This design comes from an exercise in tuning for small area, a short achievable clock period and few clock cycles on the open sky130 flow, not from production work. Power and IR drop assume default switching activity.

// rectangle_subtract
module rectangle_subtract (
    input  logic        i_clk,
    input  logic        i_rst_n,
    input  logic        i_rect_valid,
    output logic        o_rect_ready,
    input  logic [15:0] i_rect_x,
    input  logic [15:0] i_rect_y,
    input  logic [15:0] i_rect_width,
    input  logic [15:0] i_rect_height,
    input  logic        i_cfg_valid,
    output logic        o_cfg_ready,
    input  logic [1:0]  i_cfg_index,
    input  logic [15:0] i_cfg_data,
    output logic        o_piece_valid,
    input  logic        i_piece_ready,
    output logic [15:0] o_piece_x,
    output logic [15:0] o_piece_y,
    output logic [15:0] o_piece_width,
    output logic [15:0] o_piece_height,
    output logic [2:0]  o_piece_side,
    output logic        o_piece_last
);
    localparam int IM = 0;
    logic [15:0] r_cx, r_cy, r_cw, r_ch;
    logic [16:0] r_cr, r_cb, cr_s, cb_s;
    logic        r_wr;
  ...
==> module rs_serial, before the edit <==
module rs_serial #(
    parameter int AM = 2
) (
    input  logic        i_clk,
    input  logic        i_rst_n,
    input  logic        i_load,
    input  logic [4:0]  i_pend,
    input  logic [15:0] i_x,
    input  logic [15:0] i_y,
    input  logic [15:0] i_right,
    input  logic [15:0] i_bottom,
    input  logic [15:0] i_cx,
    input  logic [15:0] i_cy,
    input  logic [15:0] i_cr,
    input  logic [15:0] i_cb,
    input  logic        i_sum,
    input  logic [15:0] i_cw,
    input  logic [15:0] i_ch,
    output logic [16:0] o_cr,
    output logic [16:0] o_cb,
    output logic        o_free,
    output logic        o_valid,
    input  logic        i_ready,
    output logic [15:0] o_x,
    output logic [15:0] o_y,
    output logic [15:0] o_width,
    output logic [15:0] o_height,
    output logic [2:0]  o_side,
    output logic        o_last
);
    logic [15:0] r_x, r_y, r_r, r_b;
    logic [4:0]  r_cur;
    logic [4:1]  r_rest;
    logic [4:0]  ld_cur, nx_cur;
    logic [4:1]  ld_rest, nx_rest;
    logic        busy, last, move;
    logic        r_busy, r_last;
    function automatic logic [4:0] first(input logic [4:0] p);
        if (p[0])      first = 5'b00001;
        else if (p[1]) first = 5'b00010;
        else if (p[2]) first = 5'b00100;
        else if (p[3]) first = 5'b01000;
        else           first = {p[4], 4'b0000};
    endfunction
    assign ld_cur  = first(i_pend);
    assign ld_rest = i_pend[4:1] & ~ld_cur[4:1];
    assign nx_cur  = first({r_rest, 1'b0});
    assign nx_rest = r_rest & ~nx_cur[4:1];
    assign busy    = r_busy;
    assign last    = r_last;
    assign move    = busy && (!o_valid || i_ready);
    assign o_free  = !busy || (move && last);
    always_ff @(posedge i_clk) begin
        if (!i_rst_n) begin
            r_cur  <= '0;
            r_rest <= '0;
            r_busy <= 1'b0;
            r_last <= 1'b1;
        end else if (i_load) begin
            r_cur  <= ld_cur;
            r_rest <= ld_rest;
            r_busy <= (i_pend != 5'b00000);
            r_last <= (ld_rest == 4'b0000);
        end else if (move) begin
            r_cur  <= nx_cur;
            r_rest <= nx_rest;
            r_busy <= !last;
            r_last <= (nx_rest == 4'b0000);
        end
    end
    always_ff @(posedge i_clk) begin
        if (i_load || (move && r_cur[1])) r_y <= i_load ? i_y : i_cy;
        if (i_load || (move && r_cur[2])) r_b <= i_load ? i_bottom : i_cb;
        if (i_load) begin
            r_x <= i_x;
            r_r <= i_right;
        end
    end
    logic [15:0] n_x, n_y, wa, ha;
    logic [16:0] ws, hs;
    assign n_x = r_cur[4] ? i_cr : r_x;
    assign n_y = r_cur[2] ? i_cb : r_y;
    assign wa  = (r_cur[3] || i_sum) ? i_cx : r_r;
    assign ha  = (r_cur[1] || i_sum) ? i_cy : r_b;
    logic [15:0] wb, hb;
    assign wb = i_sum ? i_cw : ~n_x;
    assign hb = i_sum ? i_ch : ~n_y;
    logic [17:0] wt, ht;
    assign wt = {1'b0, wa, 1'b1} + {1'b0, wb, !i_sum};
    assign ht = {1'b0, ha, 1'b1} + {1'b0, hb, !i_sum};
    assign ws = wt[17:1];
    assign hs = ht[17:1];
    assign o_cr = ws;
    assign o_cb = hs;
    always_ff @(posedge i_clk) begin
        if (!i_rst_n) begin
            o_valid <= 1'b0;
        end else if (move) begin
            o_valid <= 1'b1;
        end else if (i_ready) begin
            o_valid <= 1'b0;
        end
    end
    always_ff @(posedge i_clk) begin
        if (move) begin
            o_x      <= n_x;
            o_y      <= n_y;
            o_width  <= ws[15:0];
            o_height <= hs[15:0];
            o_side   <= {r_cur[4], r_cur[2] || r_cur[3], r_cur[1] || r_cur[3]};
            o_last   <= last;
        end
    end
endmodule
==> flow/config.mk <==
export PLATFORM = sky130hd
export DESIGN_NAME = rectangle_subtract
export DESIGN_NICKNAME = rectangle_subtract
export VERILOG_FILES = /design/flow/design.v
export SDC_FILE = /design/flow/constraint.sdc
export NUM_CORES = 4
export LEC_CHECK = 0
export CAP_MARGIN = 20
export CORE_MARGIN = 2
export CORE_UTILIZATION = 40
export SETUP_SLACK_MARGIN = 2.5
export SLEW_MARGIN = 20
==> flow/constraint.sdc <==
create_clock -name core_clock -period 5.0 [get_ports {i_clk}]
set_input_delay 1.0000 -clock core_clock [delete_from_list [all_inputs] [get_ports {i_clk}]]
set_output_delay 1.0000 -clock core_clock [all_outputs]
set_load 0.01 [all_outputs]
run.sh (not shown) runs the stock make flow with config.mk's settings and CLKGATE_MAP_FILE= SYNTH_SCRIPT=/design/flow/synth_recipe.tcl, a recipe that flattens the netlist after the stock synthesis.
Change:
--- a/flow/design.v
+++ b/flow/design.v
@@ -82,14 +82,8 @@
     assign n_y = r_cur[2] ? i_cb : r_y;
     assign wa  = (r_cur[3] || i_sum) ? i_cx : r_r;
     assign ha  = (r_cur[1] || i_sum) ? i_cy : r_b;
-    logic [15:0] wb, hb;
-    assign wb = i_sum ? i_cw : ~n_x;
-    assign hb = i_sum ? i_ch : ~n_y;
-    logic [17:0] wt, ht;
-    assign wt = {1'b0, wa, 1'b1} + {1'b0, wb, !i_sum};
-    assign ht = {1'b0, ha, 1'b1} + {1'b0, hb, !i_sum};
-    assign ws = wt[17:1];
-    assign hs = ht[17:1];
+    rs_add #(.N(16), .MODE(AM)) u_w (.i_a(wa), .i_b(i_sum ? i_cw : ~n_x), .i_cin(!i_sum), .o_s(ws));
+    rs_add #(.N(16), .MODE(AM)) u_h (.i_a(ha), .i_b(i_sum ? i_ch : ~n_y), .i_cin(!i_sum), .o_s(hs));
     assign o_cr = ws;
     assign o_cb = hs;
     always_ff @(posedge i_clk) begin
Power decreases by 1.9%.
Hold slack is better by 0.018 ns.
Final area decreases by 2.2%.
Clock power decreases by about 2%.
Cell count decreases by 4.8%.
No functional check of the RTL was part of any run of this note.


Another version of the RTL of rectangle_subtract (not shown whole).
Size: roughly 160 I/O pins, about 15000 sq um of cells after synthesis.
export LEC_CHECK = 0
export CAP_MARGIN = 20
export CORE_MARGIN = 2
export CORE_UTILIZATION = 40
export SETUP_SLACK_MARGIN = 2.5
export SLEW_MARGIN = 20
create_clock -name core_clock -period 5.0 [get_ports {i_clk}]
standard.sh (not shown) runs the stock make flow with config.mk's settings and CLKGATE_MAP_FILE= SYNTH_SCRIPT=/design/flow/synth_recipe.tcl, a recipe that flattens the netlist after the stock synthesis.
==> flow/flow/run.sh <==
#!/bin/bash
# Own layout flow: the standard layout (standard.sh, unchanged synthesis,
# floorplan, power grid, placement, CTS and routing), except that the port
# buffers that global placement inserts on every input and output are plain
# sky130_fd_sc_hd__buf_2 cells instead of the delay-buffer cell buffer_ports
# picks by default. The full output of the run goes to standard.log here;
# each ORFS step's own log is under orfs/logs/.
set -euo pipefail
export BUFFER_PORTS_ARGS="-buffer_cell sky130_fd_sc_hd__buf_2"
bash standard.sh > standard.log 2>&1
The starting point finished with timing, DRC and antenna clean.
Change:
--- a/flow/design.v
+++ b/flow/design.v
@@ -24,76 +24,69 @@
     output logic [15:0] o_height,
     output logic [2:0]  o_side,
     output logic        o_last
 );
     logic [15:0] r_x, r_y, r_r, r_b;
     logic [4:0]  r_cur;
     logic [4:1]  r_rest;
     logic [4:0]  ld_cur, nx_cur;
     logic [4:1]  ld_rest, nx_rest;
     logic        busy, last, move;
     logic        r_busy, r_last;
-    logic [4:1]  r_sel;
-    function automatic logic [4:1] selof(input logic [4:0] c);
-        selof = c[4:1] | {4{c == 5'b00000}};
-    endfunction
     function automatic logic [4:0] first(input logic [4:0] p);
         if (p[0])      first = 5'b00001;
         else if (p[1]) first = 5'b00010;
         else if (p[2]) first = 5'b00100;
         else if (p[3]) first = 5'b01000;
         else           first = {p[4], 4'b0000};
     endfunction
     assign ld_cur  = first(i_pend);
     assign ld_rest = i_pend[4:1] & ~ld_cur[4:1];
     assign nx_cur  = first({r_rest, 1'b0});
     assign nx_rest = r_rest & ~nx_cur[4:1];
     assign busy    = r_busy;
     assign last    = r_last;
     assign move    = busy && (!o_valid || i_ready);
     assign o_free  = !busy || (move && last);
     always_ff @(posedge i_clk) begin
         if (!i_rst_n) begin
             r_cur  <= '0;
             r_rest <= '0;
             r_busy <= 1'b0;
             r_last <= 1'b1;
-            r_sel  <= 4'b1111;
         end else if (i_load) begin
             r_cur  <= ld_cur;
             r_rest <= ld_rest;
             r_busy <= (i_pend != 5'b00000);
             r_last <= (ld_rest == 4'b0000);
-            r_sel  <= selof(ld_cur);
         end else if (move) begin
             r_cur  <= nx_cur;
             r_rest <= nx_rest;
             r_busy <= !last;
             r_last <= (nx_rest == 4'b0000);
-            r_sel  <= selof(nx_cur);
         end
     end
     always_ff @(posedge i_clk) begin
         if (i_load || (move && r_cur[1])) r_y <= i_load ? i_y : i_cy;
         if (i_load || (move && r_cur[2])) r_b <= i_load ? i_bottom : i_cb;
         if (i_load) begin
             r_x <= i_x;
             r_r <= i_right;
         end
     end
     logic [15:0] n_x, n_y, wa, ha;
     logic [16:0] ws, hs;
-    assign n_x = r_sel[4] ? i_cr : r_x;
-    assign n_y = r_sel[2] ? i_cb : r_y;
-    assign wa  = r_sel[3] ? i_cx : r_r;
-    assign ha  = r_sel[1] ? i_cy : r_b;
+    assign n_x = (r_cur[4] || !r_busy) ? i_cr : r_x;
+    assign n_y = (r_cur[2] || !r_busy) ? i_cb : r_y;
+    assign wa  = (r_cur[3] || !r_busy) ? i_cx : r_r;
+    assign ha  = (r_cur[1] || !r_busy) ? i_cy : r_b;
     rs_add #(.N(16), .MODE(AM)) u_w (.i_a(wa), .i_b(~n_x), .i_cin(r_busy), .o_s(ws));
     rs_add #(.N(16), .MODE(AM)) u_h (.i_a(ha), .i_b(~n_y), .i_cin(r_busy), .o_s(hs));
     assign o_cr = ws;
     assign o_cb = hs;
     always_ff @(posedge i_clk) begin
         if (!i_rst_n) begin
             o_valid <= 1'b0;
         end else if (move) begin
             o_valid <= 1'b1;
         end else if (i_ready) begin
             o_valid <= 1'b0;
@@ -230,36 +223,42 @@
     assign o_cfg_ready = 1'b1;
     assign wx = i_cfg_valid && (i_cfg_index == 2'd0);
     assign wy = i_cfg_valid && (i_cfg_index == 2'd1);
     assign ww = i_cfg_valid && (i_cfg_index == 2'd2);
     assign wh = i_cfg_valid && (i_cfg_index == 2'd3);
     always_ff @(posedge i_clk) begin
         if (!i_rst_n || wx) r_cx <= i_rst_n ? i_cfg_data : '0;
         if (!i_rst_n || wy) r_cy <= i_rst_n ? i_cfg_data : '0;
         if (!i_rst_n || wh) r_chnz <= i_rst_n && (i_cfg_data != 16'd0);
     end
     always_ff @(posedge i_clk) begin
-        if (!i_rst_n || ww) begin
-            r_cr <= {1'b0, ~(i_cfg_data & {16{i_rst_n}})};
+        if (!i_rst_n) begin
+            r_cr <= '0;
+            r_fx <= 1'b0;
+        end else if (ww) begin
+            r_cr <= {1'b0, ~i_cfg_data};
             r_fx <= 1'b1;
         end else if (wx) begin
             if (!r_fx) r_cr <= cr_s;
             r_fx <= 1'b1;
         end else if (r_fx) begin
             r_cr <= cr_s;
             r_fx <= 1'b0;
         end
     end
     always_ff @(posedge i_clk) begin
-        if (!i_rst_n || wh) begin
-            r_cb <= {1'b0, ~(i_cfg_data & {16{i_rst_n}})};
+        if (!i_rst_n) begin
+            r_cb <= '0;
+            r_fy <= 1'b0;
+        end else if (wh) begin
+            r_cb <= {1'b0, ~i_cfg_data};
             r_fy <= 1'b1;
         end else if (wy) begin
             if (!r_fy) r_cb <= cb_s;
             r_fy <= 1'b1;
         end else if (r_fy) begin
             r_cb <= cb_s;
             r_fy <= 1'b0;
         end
     end
     assign r_wr = r_fx || r_fy;
     logic [16:0] in_rr, in_rb;
Outcome: Final cell count climbs slightly. Core utilization drops by 1.2 points. Clock-buffer cell count is unchanged. Die area drops by a few percent. Maximum frequency drops by a few percent. Design area drops by a few percent. Hold slack gains 0.032 ns. Worst setup slack loses 0.20 ns. Clock power drops by a few percent. Flip-flop and latch count drops by 4. Via count climbs by a few percent. Non-clock buffer count drops by 17. Register-to-register slack loses 0.20 ns.
Function was not checked in any run of this note: the RTL went through the layout flow alone.


Setup of run B:
The RTL this note starts from:
==> flow/design.v <==
module rs_serial #(
    parameter int AM = 2
) (
    input  logic        i_clk,
    input  logic        i_rst_n,
    input  logic        i_load,
    input  logic [4:0]  i_pend,
    input  logic [15:0] i_x,
    input  logic [15:0] i_y,
    input  logic [15:0] i_right,
    input  logic [15:0] i_bottom,
    input  logic [15:0] i_cx,
    input  logic [15:0] i_cy,
    input  logic [15:0] i_cr,
    input  logic [15:0] i_cb,
    input  logic        i_sum,
    input  logic [15:0] i_cw,
    input  logic [15:0] i_ch,
    output logic [16:0] o_cr,
    output logic [16:0] o_cb,
    output logic        o_free,
    output logic        o_valid,
    input  logic        i_ready,
    output logic [15:0] o_x,
    output logic [15:0] o_y,
    output logic [15:0] o_width,
    output logic [15:0] o_height,
    output logic [2:0]  o_side,
    output logic        o_last
);
    logic [15:0] r_x, r_y, r_r, r_b;
    logic [4:0]  r_cur;
    logic [4:1]  r_rest;
    logic [4:0]  ld_cur, nx_cur;
    logic [4:1]  ld_rest, nx_rest;
    logic        busy, last, move;
    function automatic logic [4:0] first(input logic [4:0] p);
        if (p[0])      first = 5'b00001;
        else if (p[1]) first = 5'b00010;
        else if (p[2]) first = 5'b00100;
        else if (p[3]) first = 5'b01000;
        else           first = {p[4], 4'b0000};
    endfunction
    assign ld_cur  = first(i_pend);
    assign ld_rest = i_pend[4:1] & ~ld_cur[4:1];
    assign nx_cur  = first({r_rest, 1'b0});
    assign nx_rest = r_rest & ~nx_cur[4:1];
    assign busy    = (r_cur != 5'b00000);
    assign last    = (r_rest == 4'b0000);
    assign move    = busy && (!o_valid || i_ready);
    assign o_free  = !busy || (move && last);
    always_ff @(posedge i_clk) begin
        if (!i_rst_n) begin
            r_cur  <= '0;
            r_rest <= '0;
        end else if (i_load) begin
            r_cur  <= ld_cur;
            r_rest <= ld_rest;
        end else if (move) begin
            r_cur  <= nx_cur;
            r_rest <= nx_rest;
        end
    end
    always_ff @(posedge i_clk) begin
        if (i_load || (move && r_cur[1])) r_y <= i_load ? i_y : i_cy;
        if (i_load || (move && r_cur[2])) r_b <= i_load ? i_bottom : i_cb;
        if (i_load) begin
            r_x <= i_x;
            r_r <= i_right;
        end
    end
    logic [15:0] n_x, n_y, wa, ha;
    logic [16:0] ws, hs;
    assign n_x = r_cur[4] ? i_cr : r_x;
    assign n_y = r_cur[2] ? i_cb : r_y;
    assign wa  = (r_cur[3] || i_sum) ? i_cx : r_r;
    assign ha  = (r_cur[1] || i_sum) ? i_cy : r_b;
    rs_add #(.N(16), .MODE(AM)) u_w (.i_a(wa), .i_b(i_sum ? i_cw : ~n_x), .i_cin(!i_sum), .o_s(ws));
    rs_add #(.N(16), .MODE(AM)) u_h (.i_a(ha), .i_b(i_sum ? i_ch : ~n_y), .i_cin(!i_sum), .o_s(hs));
    assign o_cr = ws;
    assign o_cb = hs;
    always_ff @(posedge i_clk) begin
        if (!i_rst_n) begin
            o_valid <= 1'b0;
        end else if (move) begin
            o_valid <= 1'b1;
        end else if (i_ready) begin
            o_valid <= 1'b0;
        end
    end
    always_ff @(posedge i_clk) begin
        if (move) begin
            o_x      <= n_x;
            o_y      <= n_y;
            o_width  <= ws[15:0];
            o_height <= hs[15:0];
            o_side   <= {r_cur[4], r_cur[2] || r_cur[3], r_cur[1] || r_cur[3]};
            o_last   <= last;
        end
    end
endmodule
module rs_carry #(
    parameter int N    = 16,
    parameter int MODE = 0
) (
    input  logic [N-1:0] i_g,
    input  logic [N-1:0] i_p,
    input  logic         i_cin,
    output logic [N:0]   o_c
);
    localparam int L = $clog2(N + 1);
    logic [N:0] g;
    logic [N:0] p;
    always_comb begin
        g = {i_g, i_cin};
        p = {i_p, 1'b0};
        if (MODE == 0) begin
            for (int l = 0; l < L; l++) begin
                for (int i = N; i >= 0; i--) begin
                    if (((i >> l) & 1) == 1) begin
                        g[i] = g[i] | (p[i] & g[((i >> l) << l) - 1]);
                        p[i] = p[i] & p[((i >> l) << l) - 1];
                    end
                end
            end
        end else if (MODE == 1) begin
            for (int i = 1; i <= N; i++) begin
                g[i] = g[i] | (p[i] & g[i-1]);
            end
        end else begin
            for (int d = 1; d <= N; d = d * 2) begin
                for (int i = 2 * d - 1; i <= N; i = i + 2 * d) begin
                    g[i] = g[i] | (p[i] & g[i-d]);
                    p[i] = p[i] & p[i-d];
                end
            end
            for (int d = 1 << L; d >= 1; d = d / 2) begin
                for (int i = 3 * d - 1; i <= N; i = i + 2 * d) begin
                    g[i] = g[i] | (p[i] & g[i-d]);
                    p[i] = p[i] & p[i-d];
                end
            end
        end
        o_c = g;
    end
endmodule
module rs_add #(
    parameter int N    = 16,
    parameter int MODE = 0
) (
    input  logic [N-1:0] i_a,
    input  logic [N-1:0] i_b,
    input  logic         i_cin,
    output logic [N:0]   o_s
);
    logic [N:0] c;
    rs_carry #(.N(N), .MODE(MODE)) u_c (.i_g(i_a & i_b), .i_p(i_a ^ i_b), .i_cin(i_cin), .o_c(c));
    assign o_s = {c[N], (i_a ^ i_b) ^ c[N-1:0]};
endmodule
module rs_cmp #(
    parameter int N    = 16,
    parameter int MODE = 0
) (
    input  logic [N-1:0] i_a,
    input  logic [N-1:0] i_b,
    input  logic         i_ge,
    output logic         o_gt
);
    logic [N:0] c;
    rs_carry #(.N(N), .MODE(MODE)) u_c (.i_g(i_a & ~i_b), .i_p(i_a | ~i_b), .i_cin(i_ge), .o_c(c));
    assign o_gt = c[N];
endmodule
module rs_cmp3 #(
    parameter int N    = 16,
    parameter int MODE = 0
) (
    input  logic [N-1:0] i_a,
    input  logic [N-1:0] i_b,
    input  logic [N:0]   i_c,
    input  logic         i_ge,
    output logic         o_gt
);
    logic [N:0] n, s, k, k2;
    logic [N+1:0] c;
    assign n  = ~i_c;
    assign s  = {1'b0, i_a} ^ {1'b0, i_b} ^ n;
    assign k  = ({1'b0, i_a} & {1'b0, i_b}) | ({1'b0, i_a} & n) | ({1'b0, i_b} & n);
    assign k2 = {k[N-1:0], 1'b0};
    rs_carry #(.N(N+1), .MODE(MODE)) u_c (.i_g(s & k2), .i_p(s | k2), .i_cin(i_ge), .o_c(c));
    assign o_gt = c[N+1];
endmodule
module rectangle_subtract (
    input  logic        i_clk,
    input  logic        i_rst_n,
    input  logic        i_rect_valid,
    output logic        o_rect_ready,
    input  logic [15:0] i_rect_x,
    input  logic [15:0] i_rect_y,
    input  logic [15:0] i_rect_width,
    input  logic [15:0] i_rect_height,
    input  logic        i_cfg_valid,
    output logic        o_cfg_ready,
    input  logic [1:0]  i_cfg_index,
    input  logic [15:0] i_cfg_data,
    output logic        o_piece_valid,
    input  logic        i_piece_ready,
    output logic [15:0] o_piece_x,
    output logic [15:0] o_piece_y,
    output logic [15:0] o_piece_width,
    output logic [15:0] o_piece_height,
    output logic [2:0]  o_piece_side,
    output logic        o_piece_last
);
    localparam int IM = 0;
    logic [15:0] r_cx, r_cy, r_cw, r_ch;
    logic [16:0] r_cr, r_cb, cr_s, cb_s;
    logic        r_wr;
    assign o_cfg_ready = 1'b1;
    always_ff @(posedge i_clk) begin
        if (!i_rst_n || (i_cfg_valid && i_cfg_index == 2'd0)) r_cx <= i_rst_n ? i_cfg_data : '0;
        if (!i_rst_n || (i_cfg_valid && i_cfg_index == 2'd1)) r_cy <= i_rst_n ? i_cfg_data : '0;
        if (!i_rst_n || (i_cfg_valid && i_cfg_index == 2'd2)) r_cw <= i_rst_n ? i_cfg_data : '0;
        if (!i_rst_n || (i_cfg_valid && i_cfg_index == 2'd3)) r_ch <= i_rst_n ? i_cfg_data : '0;
    end
    always_ff @(posedge i_clk) begin
        if (r_wr) begin
            r_cr <= cr_s;
            r_cb <= cb_s;
        end
        r_wr <= !i_rst_n || i_cfg_valid;
    end
    logic [16:0] in_rr, in_rb;
    logic        in_top, in_bot, in_left, in_right, in_cont, in_ovl, in_hpos;
    logic        ov_l, ov_t, ov_r, ov_b;
    logic [4:0]  in_pend;
    rs_add #(.N(16), .MODE(IM)) u_rr (.i_a(i_rect_x), .i_b(i_rect_width), .i_cin(1'b0), .o_s(in_rr));
    rs_add #(.N(16), .MODE(IM)) u_rb (.i_a(i_rect_y), .i_b(i_rect_height), .i_cin(1'b0), .o_s(in_rb));
    rs_cmp #(.N(16)) u_top (.i_a(r_cy), .i_b(i_rect_y), .i_ge(1'b0), .o_gt(in_top));
    rs_cmp #(.N(16)) u_lft (.i_a(r_cx), .i_b(i_rect_x), .i_ge(1'b0), .o_gt(in_left));
    rs_cmp3 #(.N(16)) u_bot (.i_a(i_rect_y), .i_b(i_rect_height), .i_c(r_cb), .i_ge(1'b0), .o_gt(in_bot));
    rs_cmp3 #(.N(16)) u_rgt (.i_a(i_rect_x), .i_b(i_rect_width), .i_c(r_cr), .i_ge(1'b0), .o_gt(in_right));
    rs_cmp3 #(.N(16)) u_ovl (.i_a(i_rect_x), .i_b(i_rect_width), .i_c({1'b0, r_cx}), .i_ge(1'b0), .o_gt(ov_l));
    rs_cmp3 #(.N(16)) u_ovt (.i_a(i_rect_y), .i_b(i_rect_height), .i_c({1'b0, r_cy}), .i_ge(1'b0), .o_gt(ov_t));
    rs_cmp #(.N(17)) u_ovr (.i_a(r_cr), .i_b({1'b0, i_rect_x}), .i_ge(1'b0), .o_gt(ov_r));
    rs_cmp #(.N(17)) u_ovb (.i_a(r_cb), .i_b({1'b0, i_rect_y}), .i_ge(1'b0), .o_gt(ov_b));
    assign in_cont  = !in_top && !in_left && !in_bot && !in_right;
    assign in_ovl   = ov_l && ov_t && ov_r && ov_b;
    assign in_hpos  = (r_ch != 16'd0) && (i_rect_height != 16'd0);
    assign in_pend  = in_cont ? 5'b00000 :
                      !in_ovl ? 5'b00001 :
                      {in_right && in_hpos, in_left && in_hpos, in_bot, in_top, 1'b0};
    logic       rfree, accept;
    logic       r_cq;
    rs_serial u_rs_serial (
        .i_clk    (i_clk),
        .i_rst_n  (i_rst_n),
        .i_load   (accept),
        .i_pend   (in_pend),
        .i_x      (i_rect_x),
        .i_y      (i_rect_y),
        .i_right  (in_rr[15:0]),
        .i_bottom (in_rb[15:0]),
        .i_cx     (r_cx),
        .i_cy     (r_cy),
        .i_cr     (r_cr[15:0]),
        .i_cb     (r_cb[15:0]),
        .i_sum    (r_wr),
        .i_cw     (r_cw),
        .i_ch     (r_ch),
        .o_cr     (cr_s),
        .o_cb     (cb_s),
        .o_free   (rfree),
        .o_valid  (o_piece_valid),
        .i_ready  (i_piece_ready),
        .o_x      (o_piece_x),
        .o_y      (o_piece_y),
        .o_width  (o_piece_width),
        .o_height (o_piece_height),
        .o_side   (o_piece_side),
        .o_last   (o_piece_last)
    );
    assign accept       = i_rect_valid && rfree && !r_wr;
    assign o_rect_ready = (rfree && !r_wr) || r_cq;
    always_ff @(posedge i_clk) begin
        if (!i_rst_n) begin
            r_cq <= 1'b0;
        end else begin
            r_cq <= i_rect_valid && !o_rect_ready && !r_wr && in_cont;
        end
    end
endmodule
make LEC_CHECK=0 CAP_MARGIN=20 CORE_MARGIN=2 CORE_UTILIZATION=40 SETUP_SLACK_MARGIN=2.5 SLEW_MARGIN=20 finish   # period 5.0 ns
run.sh (not shown) runs the stock make flow with config.mk's settings and CLKGATE_MAP_FILE= SYNTH_SCRIPT=/design/flow/synth_recipe.tcl, a recipe that flattens the netlist after the stock synthesis.
Stock flow here: none of the scripts above is used.
Here is what was changed in the inputs of run C compared with run B.
--- a/flow/design.v
+++ b/flow/design.v
@@ -5,5 +5,6 @@
     input  logic        i_rst_n,
     input  logic        i_load,
-    input  logic [4:0]  i_pend,
+    input  logic [4:0]  i_mask,
+    input  logic        i_some,
     input  logic [15:0] i_x,
     input  logic [15:0] i_y,
@@ -30,8 +31,7 @@
 );
     logic [15:0] r_x, r_y, r_r, r_b;
-    logic [4:0]  r_cur;
-    logic [4:1]  r_rest;
-    logic [4:0]  ld_cur, nx_cur;
-    logic [4:1]  ld_rest, nx_rest;
+    logic [4:0]  r_m, r_done;
+    logic        r_some;
+    logic [4:0]  pend, r_cur;
     logic        busy, last, move;
     function automatic logic [4:0] first(input logic [4:0] p);
@@ -42,23 +42,23 @@
         else           first = {p[4], 4'b0000};
     endfunction
-    assign ld_cur  = first(i_pend);
-    assign ld_rest = i_pend[4:1] & ~ld_cur[4:1];
-    assign nx_cur  = first({r_rest, 1'b0});
-    assign nx_rest = r_rest & ~nx_cur[4:1];
-    assign busy    = (r_cur != 5'b00000);
-    assign last    = (r_rest == 4'b0000);
-    assign move    = busy && (!o_valid || i_ready);
-    assign o_free  = !busy || (move && last);
+    assign pend   = (!r_some ? 5'b00000 : r_m[0] ? 5'b00001 : {r_m[4:1], 1'b0}) & ~r_done;
+    assign r_cur  = first(pend);
+    assign busy   = (pend != 5'b00000);
+    assign last   = ((pend & ~r_cur) == 5'b00000);
+    assign move   = busy && (!o_valid || i_ready);
+    assign o_free = !busy || (move && last);
     always_ff @(posedge i_clk) begin
         if (!i_rst_n) begin
-            r_cur  <= '0;
-            r_rest <= '0;
+            r_some <= 1'b0;
+            r_done <= '0;
         end else if (i_load) begin
-            r_cur  <= ld_cur;
-            r_rest <= ld_rest;
+            r_some <= i_some;
+            r_done <= '0;
         end else if (move) begin
-            r_cur  <= nx_cur;
-            r_rest <= nx_rest;
-        end
+            r_done <= r_done | r_cur;
+        end
+    end
+    always_ff @(posedge i_clk) begin
+        if (i_load) r_m <= i_mask;
     end
     always_ff @(posedge i_clk) begin
@@ -247,7 +247,5 @@
     assign in_ovl   = ov_l && ov_t && ov_r && ov_b;
     assign in_hpos  = (r_ch != 16'd0) && (i_rect_height != 16'd0);
-    assign in_pend  = in_cont ? 5'b00000 :
-                      !in_ovl ? 5'b00001 :
-                      {in_right && in_hpos, in_left && in_hpos, in_bot, in_top, 1'b0};
+    assign in_pend  = {in_right && in_hpos, in_left && in_hpos, in_bot, in_top, !in_ovl};
     logic       rfree, accept;
     logic       r_cq;
@@ -256,5 +254,6 @@
         .i_rst_n  (i_rst_n),
         .i_load   (accept),
-        .i_pend   (in_pend),
+        .i_mask   (in_pend),
+        .i_some   (!in_cont),
         .i_x      (i_rect_x),
         .i_y      (i_rect_y),
Notes after the runs:
- The synthesized cell count number comes out higher for run C vs run B.
- Peak clock frequency supported by timing delta (run C − run B): unfavourable
- Going from run B to run C, internal power consumption went up 3.3%, worst path required time now smaller, final cell count picked up an extra about 2%, power saw an increase.
- When run C is measured against run B, its share of the final layout cell area in multi-input gates turns out 1.2 points lower.
- Run C ended with more final standard cell area without fillers than run B.
No run of this note included a check of the RTL's function; only the layout flow was run.

what the ideal ports hide:
Ports are ideal in the flow. The routed layouts listed here were re-timed in OpenROAD.
Step 1: set_driving_cell puts a clkbuf_16 on i_clk and a buf_2 on each other input, an assumption about the parent block.
Step 2, shift: input delay + t, output delay - t, t = (earliest + latest rising clock arrival at the registers) / 2. This alone moves slack from input paths to output paths.
Slacks: ideal / step 1 / step 2; pairs: ideal / step 1.
run	t, ns	setup WS [ns]	latest minus earliest clock arrival (ns)	worst slew at a driven data input, ns
the first run of note 1	0.609	1.653 / 1.645 / 1.036	0.013 / 0.013	0.08
the second run of note 1	0.593	1.684 / 1.684 / 1.294	0.016 / 0.016	0.07
the first run of note 2	0.587	1.524 / 1.524 / 1.086	0.017 / 0.016	0.07
the second run of note 2	0.579	1.325 / 1.325 / 1.221	0.007 / 0.007	0.08
run B	0.610	1.607 / 1.607 / 1.330	0.024 / 0.024	0.08
run C	0.603	1.077 / 1.077 / 1.077	0.017 / 0.017	0.08
After both steps every run listed still meets setup and hold. For the first run of note 1, which loses most, drivers alone change the setup slack by -0.008 ns; drivers and shift together by -0.617 ns.
